Background: an optimization exercise with open tools, aiming at small area and a short achievable clock period. Do not read the settings as production practice. Only the layout flow was run in this run; the RTL was not checked for function there. Power and IR drop assume default switching activity.

==> design/flow/design.v <==
package mac_pkg;
  localparam int DATA_W = 8;
  localparam int ACC_W  = 32;
  typedef logic signed [DATA_W-1:0] operand_t;
  typedef logic signed [ACC_W-1:0]  acc_t;
  typedef operand_t operand_arr_t [2][2];
  typedef acc_t     acc_arr_t     [2][2];
endpackage
module mac_pe
#(
  parameter int DATA_W = mac_pkg::DATA_W,
  parameter int ACC_W  = mac_pkg::ACC_W
) (
  input  logic                     clk,
  input  logic                     rst_n,
  input  logic                     en,
  input  logic                     clear,
  input  logic signed [DATA_W-1:0] a,
  input  logic signed [DATA_W-1:0] b,
  output logic signed [ACC_W-1:0]  acc
);
  logic [15:0] h_r;
  logic [17:0] r0_r, r1_r;
  wire g1 = r0_r[0] & r1_r[0];
  wire g2 = r0_r[1] & r1_r[1];
  wire g3 = r0_r[2] & r1_r[2];
  wire g4 = r0_r[3] & r1_r[3];
  wire g5 = r0_r[4] & r1_r[4];
  wire g6 = r0_r[5] & r1_r[5];
  wire g7 = r0_r[6] & r1_r[6];
  wire g8 = r0_r[7] & r1_r[7];
  wire g9 = r0_r[8] & r1_r[8];
  wire g10 = r0_r[9] & r1_r[9];
  wire g11 = r0_r[10] & r1_r[10];
  wire g12 = r0_r[11] & r1_r[11];
  wire g13 = r0_r[12] & r1_r[12];
  wire g14 = r0_r[13] & r1_r[13];
  wire g15 = r0_r[14] & r1_r[14];
  wire g16 = r0_r[15] & r1_r[15];
  wire g17 = r0_r[16] & r1_r[16];
  wire g18 = r0_r[17] & r1_r[17];
  wire p19 = r0_r[0] ^ r1_r[0];
  wire p20 = r0_r[1] ^ r1_r[1];
  wire p21 = r0_r[2] ^ r1_r[2];
  wire p22 = r0_r[3] ^ r1_r[3];
  wire p23 = r0_r[4] ^ r1_r[4];
  wire p24 = r0_r[5] ^ r1_r[5];
  wire p25 = r0_r[6] ^ r1_r[6];
  wire p26 = r0_r[7] ^ r1_r[7];
  wire p27 = r0_r[8] ^ r1_r[8];
  wire p28 = r0_r[9] ^ r1_r[9];
  wire p29 = r0_r[10] ^ r1_r[10];
  wire p30 = r0_r[11] ^ r1_r[11];
  wire p31 = r0_r[12] ^ r1_r[12];
  wire p32 = r0_r[13] ^ r1_r[13];
  wire p33 = r0_r[14] ^ r1_r[14];
  wire p34 = r0_r[15] ^ r1_r[15];
  wire p35 = r0_r[16] ^ r1_r[16];
  wire p36 = r0_r[17] ^ r1_r[17];
  wire G37 = g2 | (p20 & g1);
  wire P38 = p20 & p19;
  wire G39 = g4 | (p22 & g3);
  wire P40 = p22 & p21;
  wire G41 = g6 | (p24 & g5);
  wire P42 = p24 & p23;
  wire G43 = g8 | (p26 & g7);
  wire P44 = p26 & p25;
  wire G45 = g10 | (p28 & g9);
  wire P46 = p28 & p27;
  wire G47 = g12 | (p30 & g11);
  wire P48 = p30 & p29;
  wire G49 = g14 | (p32 & g13);
  wire P50 = p32 & p31;
  wire G51 = g16 | (p34 & g15);
  wire P52 = p34 & p33;
  wire G53 = g18 | (p36 & g17);
  wire P54 = p36 & p35;
  wire G55 = g3 | (p21 & G37);
  wire P56 = p21 & P38;
  wire G57 = G39 | (P40 & G37);
  wire P58 = P40 & P38;
  wire G59 = g7 | (p25 & G41);
  wire P60 = p25 & P42;
  wire G61 = G43 | (P44 & G41);
  wire P62 = P44 & P42;
  wire G63 = g11 | (p29 & G45);
  wire P64 = p29 & P46;
  wire G65 = G47 | (P48 & G45);
  wire P66 = P48 & P46;
  wire G67 = g15 | (p33 & G49);
  wire P68 = p33 & P50;
  wire G69 = G51 | (P52 & G49);
  wire P70 = P52 & P50;
  wire G71 = g5 | (p23 & G57);
  wire P72 = p23 & P58;
  wire G73 = G41 | (P42 & G57);
  wire P74 = P42 & P58;
  wire G75 = G59 | (P60 & G57);
  wire P76 = P60 & P58;
  wire G77 = G61 | (P62 & G57);
  wire P78 = P62 & P58;
  wire G79 = g13 | (p31 & G65);
  wire P80 = p31 & P66;
  wire G81 = G49 | (P50 & G65);
  wire P82 = P50 & P66;
  wire G83 = G67 | (P68 & G65);
  wire P84 = P68 & P66;
  wire G85 = G69 | (P70 & G65);
  wire P86 = P70 & P66;
  wire G87 = g9 | (p27 & G77);
  wire P88 = p27 & P78;
  wire G89 = G45 | (P46 & G77);
  wire P90 = P46 & P78;
  wire G91 = G63 | (P64 & G77);
  wire P92 = P64 & P78;
  wire G93 = G65 | (P66 & G77);
  wire P94 = P66 & P78;
  wire G95 = G79 | (P80 & G77);
  wire P96 = P80 & P78;
  wire G97 = G81 | (P82 & G77);
  wire P98 = P82 & P78;
  wire G99 = G83 | (P84 & G77);
  wire P100 = P84 & P78;
  wire G101 = G85 | (P86 & G77);
  wire P102 = P86 & P78;
  wire G103 = g17 | (p35 & G101);
  wire P104 = p35 & P102;
  wire G105 = G53 | (P54 & G101);
  wire P106 = P54 & P102;
  wire sum107 = p20 ^ g1;
  wire sum108 = p21 ^ G37;
  wire sum109 = p22 ^ G55;
  wire sum110 = p23 ^ G57;
  wire sum111 = p24 ^ G71;
  wire sum112 = p25 ^ G73;
  wire sum113 = p26 ^ G75;
  wire sum114 = p27 ^ G77;
  wire sum115 = p28 ^ G87;
  wire sum116 = p29 ^ G89;
  wire sum117 = p30 ^ G91;
  wire sum118 = p31 ^ G93;
  wire sum119 = p32 ^ G95;
  wire sum120 = p33 ^ G97;
  wire sum121 = p34 ^ G99;
  wire sum122 = p35 ^ G101;
  wire sum123 = p36 ^ G103;
  wire [17:0] s_v = {sum123, sum122, sum121, sum120, sum119, sum118, sum117, sum116, sum115, sum114, sum113, sum112, sum111, sum110, sum109, sum108, sum107, p19};
  wire [15:0] h_m1 = h_r - 16'd1;
  wire [15:0] h_p1 = h_r + 16'd1;
  wire [15:0] hi_v = s_v[17] ? h_p1 : (s_v[16] ? h_r : h_m1);
  wire [31:0] acc_v = {hi_v, s_v[15:0]};
  wire [7:0] ag = a & {8{en}};
  wire pp124 = (ag[0] & b[0]);
  wire pp125 = (ag[0] & b[1]);
  wire pp126 = (ag[0] & b[2]);
  wire pp127 = (ag[0] & b[3]);
  wire pp128 = (ag[0] & b[4]);
  wire pp129 = (ag[0] & b[5]);
  wire pp130 = (ag[0] & b[6]);
  wire pp131 = ~(ag[0] & b[7]);
  wire pp132 = (ag[1] & b[0]);
  wire pp133 = (ag[1] & b[1]);
  wire pp134 = (ag[1] & b[2]);
  wire pp135 = (ag[1] & b[3]);
  wire pp136 = (ag[1] & b[4]);
  wire pp137 = (ag[1] & b[5]);
  wire pp138 = (ag[1] & b[6]);
  wire pp139 = ~(ag[1] & b[7]);
  wire pp140 = (ag[2] & b[0]);
  wire pp141 = (ag[2] & b[1]);
  wire pp142 = (ag[2] & b[2]);
  wire pp143 = (ag[2] & b[3]);
  wire pp144 = (ag[2] & b[4]);
  wire pp145 = (ag[2] & b[5]);
  wire pp146 = (ag[2] & b[6]);
  wire pp147 = ~(ag[2] & b[7]);
  wire pp148 = (ag[3] & b[0]);
  wire pp149 = (ag[3] & b[1]);
  wire pp150 = (ag[3] & b[2]);
  wire pp151 = (ag[3] & b[3]);
  wire pp152 = (ag[3] & b[4]);
  wire pp153 = (ag[3] & b[5]);
  wire pp154 = (ag[3] & b[6]);
  wire pp155 = ~(ag[3] & b[7]);
  wire pp156 = (ag[4] & b[0]);
  wire pp157 = (ag[4] & b[1]);
  wire pp158 = (ag[4] & b[2]);
  wire pp159 = (ag[4] & b[3]);
  wire pp160 = (ag[4] & b[4]);
  wire pp161 = (ag[4] & b[5]);
  wire pp162 = (ag[4] & b[6]);
  wire pp163 = ~(ag[4] & b[7]);
  wire pp164 = (ag[5] & b[0]);
  wire pp165 = (ag[5] & b[1]);
  wire pp166 = (ag[5] & b[2]);
  wire pp167 = (ag[5] & b[3]);
  wire pp168 = (ag[5] & b[4]);
  wire pp169 = (ag[5] & b[5]);
  wire pp170 = (ag[5] & b[6]);
  wire pp171 = ~(ag[5] & b[7]);
  wire pp172 = (ag[6] & b[0]);
  wire pp173 = (ag[6] & b[1]);
  wire pp174 = (ag[6] & b[2]);
  wire pp175 = (ag[6] & b[3]);
  wire pp176 = (ag[6] & b[4]);
  wire pp177 = (ag[6] & b[5]);
  wire pp178 = (ag[6] & b[6]);
  wire pp179 = ~(ag[6] & b[7]);
  wire pp180 = ~(ag[7] & b[0]);
  wire pp181 = ~(ag[7] & b[1]);
  wire pp182 = ~(ag[7] & b[2]);
  wire pp183 = ~(ag[7] & b[3]);
  wire pp184 = ~(ag[7] & b[4]);
  wire pp185 = ~(ag[7] & b[5]);
  wire pp186 = ~(ag[7] & b[6]);
  wire pp187 = (ag[7] & b[7]);
  wire s188 = s_v[5] ^ pp164;
  wire c189 = s_v[5] & pp164;
  wire s190 = s_v[6] ^ pp172 ^ pp165;
  wire c191 = (s_v[6] & pp172) | (s_v[6] & pp165) | (pp172 & pp165);
  wire s192 = pp158 ^ pp151;
  wire c193 = pp158 & pp151;
  wire s194 = s_v[7] ^ pp180 ^ pp173;
  wire c195 = (s_v[7] & pp180) | (s_v[7] & pp173) | (pp180 & pp173);
  wire s196 = pp166 ^ pp159 ^ pp152;
  wire c197 = (pp166 & pp159) | (pp166 & pp152) | (pp159 & pp152);
  wire s198 = pp145 ^ pp138;
  wire c199 = pp145 & pp138;
  wire s200 = s_v[8] ^ 1 ^ pp181;
  wire c201 = (s_v[8] & 1) | (s_v[8] & pp181) | (1 & pp181);
  wire s202 = pp174 ^ pp167 ^ pp160;
  wire c203 = (pp174 & pp167) | (pp174 & pp160) | (pp167 & pp160);
  wire s204 = pp153 ^ pp146 ^ pp139;
  wire c205 = (pp153 & pp146) | (pp153 & pp139) | (pp146 & pp139);
  wire s206 = s_v[9] ^ pp182 ^ pp175;
  wire c207 = (s_v[9] & pp182) | (s_v[9] & pp175) | (pp182 & pp175);
  wire s208 = pp168 ^ pp161 ^ pp154;
  wire c209 = (pp168 & pp161) | (pp168 & pp154) | (pp161 & pp154);
  wire s210 = s_v[10] ^ pp183 ^ pp176;
  wire c211 = (s_v[10] & pp183) | (s_v[10] & pp176) | (pp183 & pp176);
  wire s212 = s_v[3] ^ pp148;
  wire c213 = s_v[3] & pp148;
  wire s214 = s_v[4] ^ pp156 ^ pp149;
  wire c215 = (s_v[4] & pp156) | (s_v[4] & pp149) | (pp156 & pp149);
  wire s216 = pp142 ^ pp135;
  wire c217 = pp142 & pp135;
  wire s218 = s188 ^ pp157 ^ pp150;
  wire c219 = (s188 & pp157) | (s188 & pp150) | (pp157 & pp150);
  wire s220 = pp143 ^ pp136 ^ pp129;
  wire c221 = (pp143 & pp136) | (pp143 & pp129) | (pp136 & pp129);
  wire s222 = c189 ^ s192 ^ s190;
  wire c223 = (c189 & s192) | (c189 & s190) | (s192 & s190);
  wire s224 = pp144 ^ pp137 ^ pp130;
  wire c225 = (pp144 & pp137) | (pp144 & pp130) | (pp137 & pp130);
  wire s226 = c193 ^ c191 ^ s198;
  wire c227 = (c193 & c191) | (c193 & s198) | (c191 & s198);
  wire s228 = s196 ^ s194 ^ pp131;
  wire c229 = (s196 & s194) | (s196 & pp131) | (s194 & pp131);
  wire s230 = c199 ^ c197 ^ c195;
  wire c231 = (c199 & c197) | (c199 & c195) | (c197 & c195);
  wire s232 = s204 ^ s202 ^ s200;
  wire c233 = (s204 & s202) | (s204 & s200) | (s202 & s200);
  wire s234 = c205 ^ c203 ^ c201;
  wire c235 = (c205 & c203) | (c205 & c201) | (c203 & c201);
  wire s236 = s208 ^ s206 ^ pp147;
  wire c237 = (s208 & s206) | (s208 & pp147) | (s206 & pp147);
  wire s238 = c209 ^ c207 ^ s210;
  wire c239 = (c209 & c207) | (c209 & s210) | (c207 & s210);
  wire s240 = pp169 ^ pp162 ^ pp155;
  wire c241 = (pp169 & pp162) | (pp169 & pp155) | (pp162 & pp155);
  wire s242 = c211 ^ s_v[11] ^ pp184;
  wire c243 = (c211 & s_v[11]) | (c211 & pp184) | (s_v[11] & pp184);
  wire s244 = pp177 ^ pp170 ^ pp163;
  wire c245 = (pp177 & pp170) | (pp177 & pp163) | (pp170 & pp163);
  wire s246 = s_v[12] ^ pp185 ^ pp178;
  wire c247 = (s_v[12] & pp185) | (s_v[12] & pp178) | (pp185 & pp178);
  wire s248 = s_v[2] ^ pp140;
  wire c249 = s_v[2] & pp140;
  wire s250 = s212 ^ pp141 ^ pp134;
  wire c251 = (s212 & pp141) | (s212 & pp134) | (pp141 & pp134);
  wire s252 = c213 ^ s216 ^ s214;
  wire c253 = (c213 & s216) | (c213 & s214) | (s216 & s214);
  wire s254 = c217 ^ c215 ^ s220;
  wire c255 = (c217 & c215) | (c217 & s220) | (c215 & s220);
  wire s256 = c221 ^ c219 ^ s224;
  wire c257 = (c221 & c219) | (c221 & s224) | (c219 & s224);
  wire s258 = c225 ^ c223 ^ s228;
  wire c259 = (c225 & c223) | (c225 & s228) | (c223 & s228);
  wire s260 = c229 ^ c227 ^ s232;
  wire c261 = (c229 & c227) | (c229 & s232) | (c227 & s232);
  wire s262 = c233 ^ c231 ^ s236;
  wire c263 = (c233 & c231) | (c233 & s236) | (c231 & s236);
  wire s264 = c237 ^ c235 ^ s240;
  wire c265 = (c237 & c235) | (c237 & s240) | (c235 & s240);
  wire s266 = c241 ^ c239 ^ s244;
  wire c267 = (c241 & c239) | (c241 & s244) | (c239 & s244);
  wire s268 = c245 ^ c243 ^ s246;
  wire c269 = (c245 & c243) | (c245 & s246) | (c243 & s246);
  wire s270 = c247 ^ s_v[13] ^ pp186;
  wire c271 = (c247 & s_v[13]) | (c247 & pp186) | (s_v[13] & pp186);
  wire s272 = s_v[1] ^ pp132;
  wire c273 = s_v[1] & pp132;
  wire s274 = s248 ^ pp133 ^ pp126;
  wire c275 = (s248 & pp133) | (s248 & pp126) | (pp133 & pp126);
  wire s276 = c249 ^ s250 ^ pp127;
  wire c277 = (c249 & s250) | (c249 & pp127) | (s250 & pp127);
  wire s278 = c251 ^ s252 ^ pp128;
  wire c279 = (c251 & s252) | (c251 & pp128) | (s252 & pp128);
  wire s280 = c253 ^ s254 ^ s218;
  wire c281 = (c253 & s254) | (c253 & s218) | (s254 & s218);
  wire s282 = c255 ^ s256 ^ s222;
  wire c283 = (c255 & s256) | (c255 & s222) | (s256 & s222);
  wire s284 = c257 ^ s258 ^ s226;
  wire c285 = (c257 & s258) | (c257 & s226) | (s258 & s226);
  wire s286 = c259 ^ s260 ^ s230;
  wire c287 = (c259 & s260) | (c259 & s230) | (s260 & s230);
  wire s288 = c261 ^ s262 ^ s234;
  wire c289 = (c261 & s262) | (c261 & s234) | (s262 & s234);
  wire s290 = c263 ^ s264 ^ s238;
  wire c291 = (c263 & s264) | (c263 & s238) | (s264 & s238);
  wire s292 = c265 ^ s266 ^ s242;
  wire c293 = (c265 & s266) | (c265 & s242) | (s266 & s242);
  wire s294 = c267 ^ s268 ^ pp171;
  wire c295 = (c267 & s268) | (c267 & pp171) | (s268 & pp171);
  wire s296 = c269 ^ s270 ^ pp179;
  wire c297 = (c269 & s270) | (c269 & pp179) | (s270 & pp179);
  wire s298 = c271 ^ s_v[14] ^ pp187;
  wire c299 = (c271 & s_v[14]) | (c271 & pp187) | (s_v[14] & pp187);
  wire s300 = ~s_v[15];
  wire [17:0] r0_n = {1'b0, s_v[15], s300, s298, s296, s294, s292, s290, s288, s286, s284, s282, s280, s278, s276, s274, pp125, pp124};
  wire [17:0] r1_n = {1'b0, 1'b0, c299, c297, c295, c293, c291, c289, c287, c285, c283, c281, c279, c277, c275, c273, s272, s_v[0]};
  always_ff @(posedge clk) begin
    if (!rst_n || clear) begin
      h_r  <= '0;
      r0_r <= 18'h10000;
      r1_r <= '0;
    end else begin
      h_r  <= hi_v;
      r0_r <= r0_n;
      r1_r <= r1_n;
    end
  end
  assign acc = acc_v;
endmodule
module mac_array_2x2
#(
  parameter int DATA_W = mac_pkg::DATA_W,
  parameter int ACC_W  = mac_pkg::ACC_W
) (
  input  logic                  clk,
  input  logic                  rst_n,
  input  logic                  en,
  input  logic                  clear,
  input  logic [4*DATA_W-1:0]   a,
  input  logic [4*DATA_W-1:0]   b,
  output logic [4*ACC_W-1:0]    acc
);
  for (genvar gi = 0; gi < 2; gi++) begin : g_row
    for (genvar gj = 0; gj < 2; gj++) begin : g_col
      mac_pe #(
        .DATA_W (DATA_W),
        .ACC_W  (ACC_W)
      ) u_pe (
        .clk   (clk),
        .rst_n (rst_n),
        .en    (en),
        .clear (clear),
        .a     (a[(2*gi+gj)*DATA_W +: DATA_W]),
        .b     (b[(2*gi+gj)*DATA_W +: DATA_W]),
        .acc   (acc[(2*gi+gj)*ACC_W +: ACC_W])
      );
    end
  end
endmodule
==> design/flow/flow/run.sh <==
#!/bin/bash
# Layout: the standard flow (standard.sh), with the port buffers that
# global placement inserts made plain buf_2 cells instead of the delay buffers
# the resizer picks by default.  make's full output goes to standard.log; each
# ORFS step also keeps its own log under orfs/logs/.
set -euo pipefail
export BUFFER_PORTS_ARGS="-buffer_cell sky130_fd_sc_hd__buf_2"
bash standard.sh > standard.log 2>&1
==> design/flow/standard.sh <==
#!/bin/bash
# synth_recipe.tcl (not shown) runs the flow's synth.tcl, then flattens the netlist and writes it again
# the make line also repeats each setting of config.mk as NAME=value (left out here)
make -C /OpenROAD-flow-scripts/flow DESIGN_CONFIG=/design/flow/config.mk WORK_HOME=/design/flow/orfs CLKGATE_MAP_FILE= SYNTH_SCRIPT=/design/flow/synth_recipe.tcl "${@:-finish}"
==> design/flow/config.mk <==
export PLATFORM = sky130hd
export DESIGN_NAME = mac_array_2x2
export DESIGN_NICKNAME = mac_array_2x2
export VERILOG_FILES = /design/flow/design.v
export SDC_FILE = /design/flow/constraint.sdc
export NUM_CORES = 4
export LEC_CHECK = 0
export CAP_MARGIN = 20
export CORE_MARGIN = 2
export CORE_UTILIZATION = 40
export SETUP_SLACK_MARGIN = 1.5
export SLEW_MARGIN = 20
==> design/flow/constraint.sdc <==
create_clock -name core_clock -period 6.5 [get_ports {clk}]
set_input_delay 1.3000 -clock core_clock [delete_from_list [all_inputs] [get_ports {clk}]]
set_output_delay 1.3000 -clock core_clock [all_outputs]
set_load 0.01 [all_outputs]
==> run summary <==
clk_skew=around 13 ps; gr usage total=0.192; Syn Area/Cell=9.21 um2; pin count of the biggest net entering global routing=70; vias in the first global route=~13000; CP top delay family=compound AO/OA/AOI/OAI gates; PwrDens=between 200 and 300 nW/um2; clk buf depth=2; HP Class=flip-flop to flip-flop; dpl ws=between 700 and 800 ps; setup TNS=0 ps; initial antenna violation count=7; worst rel slew slack=0.413; top cells by count, synth=inv_1, fa_1, dfxtp_1; cts bufs inserted=17; outcome=complete, no violations; Post-Route M1 WL=between 15000 and 20000 um; H-tree Lvls=4; layout cells sized above 1=0.218; ys flop type=dfxtp_1; RSZ-0062 raised after global routing=true; crit-path max cell delay=~390 ps; Vias=between 10000 and 15000; CP endpoint kind=primary output; Routed WL per cell=16.1 um; count of cell types in the netlist=66; Clock Latency Late Sink=roughly 500 ps; Std-Cell Rows=76; kind of critical path=flip-flop to primary output; Die Span Y=about 210 um; FF+latch count, synth=196; Root Driver=clkbuf_16; DRT iter0 DRCs=approximately 780; Startpoint Class=flip-flop; reg-to-reg slack, setup=around 1900 ps; critical path's most frequent cell=ha_4; max cap viols=0; Critical Path, Cell by Cell=ha_4 > fa_2 > a21o_1 > and3_4 > o311ai_4 > a21oi_2 > a211o_1 > ha_4 > buf_6 > or3b_4 > or2_4 > o31ai_4 > xor2_2 > buf_2; CP required=~5200 ps; leak pwr=10.2 nW; post-synthesis sequential area ratio=0.226; cells after synthesis=~1900; highest metal used=met5; RePlAce Congestion=just over 0.9; port bufs=~200; Post-synth EDFFs=0; syn_nets=approximately 2300; initial core utilization=0.405; first-pass GRT wire length=68200 um; Max Freq=187 MHz; Post-DRT Antenna Nets=0; die area=45200 um2; post-synth top area share=0.239; Critical Path AT=between 4000 and 5000 ps; Sink Count=between 150 and 200; final hold violations=0; Worst Path Buf+Inv=2; final layout net count=about 2400; Worst VDD drop=around 210 uV; Post-Synthesis Cell Area=17400 um2; period utilization=0.825; critical path's slowest cell=or3b_4; die width=between 200 and 250 um; WL met3=2280 um; DR WL met2=~20000 um; top cells by area, synth=fa_1, dfxtp_1, ha_1; Final setup violation count=0; Max FO, Critical Path=4; Residual DRC=0; CORE AREA=between 40000 and 50000 um2; io pins=roughly 200; TritonCTS clock tree=yes; Final Slew Violations=0; final worst slack=about 1100 ps; Final HPWL DP=around 32000 um; Worst-path clk slew=~70 ps; Warnings, synthesis=1; Synth area leader=fa_1; DR vias/cell=roughly 5.1; Pre-antenna DRT Iters=5; Min Clock Period, post-route=~5400 ps; GRT Residual Overflow=0; Area growth syn-to-layout=18.0%; Worst Tran Pin Value=873 ps; most numerous cell in the Yosys netlist=inv_1; ys async rst share=0; Routed WL=42600 um
## cells in the final DEF (no fill, tap or decap), drive strengths merged, types with 5 or more instances in the layout
cell type / instances
a21o: 17
or3: 12
or2: 13
a22oi: 5
bufinv: 5
a211oi: 7
nor4: 11
xnor2: 56
clkbuf: 19
or4: 15
o22ai: 10
mux2i: 9
a221oi: 6
o31a: 7
o21a: 5
ha: 104
o211a: 5
inv: 269
clkinv: 5
dfxtp: 196
a31oi: 7
nand4: 17
o21ai: 27
nand2: 80
nor2: 44
nand2b: 8
fa: 208
buf: 270
and2: 191
nor3: 19
a221o: 6
a21oi: 30
nand3: 87
xor2: 48
nor2b: 13
a211o: 5
and3: 170
o31ai: 9
## layer usage
layer / vias up / global-route usage
met3: 55 / 0.0443
met2: 305 / 0.303
met1: 6676 / 0.262
met5: - / 0
li1: 6457 / -
met4: 10 / 0.0588
## state kept, by name, indices dropped and copies added (netlist names)
signal                 count
g_row.g_col.u_pe.h_r      64
g_row.g_col.u_pe.r1_r     64
g_row.g_col.u_pe.r0_r     68
## per-stage QoR
stage | hold slack, ps | total power, mW | utilization | cells | area, um2
floorplan | 456 | 3.79 | - | 1888 | 17400
global placement | 471 | 4.42 | 0.428 | 2543 | 18400
detailed placement | 480 | 4.51 | 0.428 | 2543 | 18400
CTS | 493 | 5.90 | 0.465 | 2622 | 20000
global route | 510 | 6.53 | 0.477 | 2646 | 20500
finish | 487 | 5.94 | 0.477 | 2646 | 20500
## what timing repair did
item | CTS | global route
hold buffers | 0 | 0
setup endpoints to repair | 61 | 56
hold endpoints to repair | 0 | 0
pin swaps | 76 | 53
resized for setup | 121 | 61
setup buffers | 47 | 21
## kinds of logic (layout without fill, tap and decap cells)
family | Yosys count | count (layout) | share of synthesized area
AOI/OAI and AO/OA | 172 | 172 | 0.0714
muxes | 13 | 13 | 0.00777
and+or+nand+nor | 693 | 693 | 0.228
other | 0 | 2 | 0
DFF | 196 | 196 | 0.226
buffers and inverters | 398 | 569 | 0.101
xor gates and xnor gates | 104 | 104 | 0.0528
adders and majority gates | 312 | 312 | 0.314
## report_power, final
part           switching [mW]  internal (mW)  total [mW]
Clock                   0.497          0.691        1.19
Sequential              0.121           1.38        1.50
Combinational            1.81           1.44        3.25
## worst register-to-register path, stage by stage, from the launching register on
cell and delay (ps):
dfxtp_2 320, ha_2 180, fa_2 360, a211oi_2 220
o21ai_2 90, buf_4 130, buf_4 120, buf_4 140
o211a_1 270, o211a_1 230, nor3_1 310, fa_1 490
fa_1 460, fa_1 510, inv_1 50, fa_1 440
and2_1 150
## cell type report
type | instances | area, um2
Multi-Input combinational cell | 1294 | 12600
Inverter | 267 | 1000
Antenna cell | 2 | 5.00
Fill cell | 4047 | 22500
Sequential cell | 196 | 3930
Tap cell | 585 | 732
Clock inverter | 13 | 204
Clock buffer | 19 | 443
Timing Repair Buffer | 270 | 1640
## path summary, 6_finish.rpt
check | depth (start not counted) | endpoint | from
worst max register to register | 16 | g_row[0].g_col[0].u_pe.r0_r[11] | g_row[0].g_col[0].u_pe.r1_r[0]
worst min register to register | 2 | g_row[1].g_col[1].u_pe.h_r[15] | g_row[1].g_col[1].u_pe.h_r[15]
worst min-delay path | 2 | g_row[1].g_col[1].u_pe.h_r[15] | g_row[1].g_col[1].u_pe.h_r[15]
worst max-delay path | 14 | acc[120] | g_row[1].g_col[1].u_pe.r1_r[0]

## re-timing with driven ports
How much do the figures lean on ideal ports? The routed layout below was timed once more, with nothing changed but the port constraints. Step 1, drivers: a clkbuf_16 drives clk and a buf_2 each remaining input, both assumed. Step 2 times the ports against the registers' clock, not the clock port: input delays grow and output delays shrink by t, the midpoint of the rising clock arrivals with the driver on. Slacks: ideal ports / drivers / drivers and shift; pairs: ideal ports / drivers.
t, ns: 0.545
setup WS [ns]: 1.140 / 1.089 / 1.621
worst setup path after step 2: input to register
After both steps setup and hold are still met in this run. The setup slack of this run moves by -0.051 ns with the drivers and by +0.481 ns with both steps.
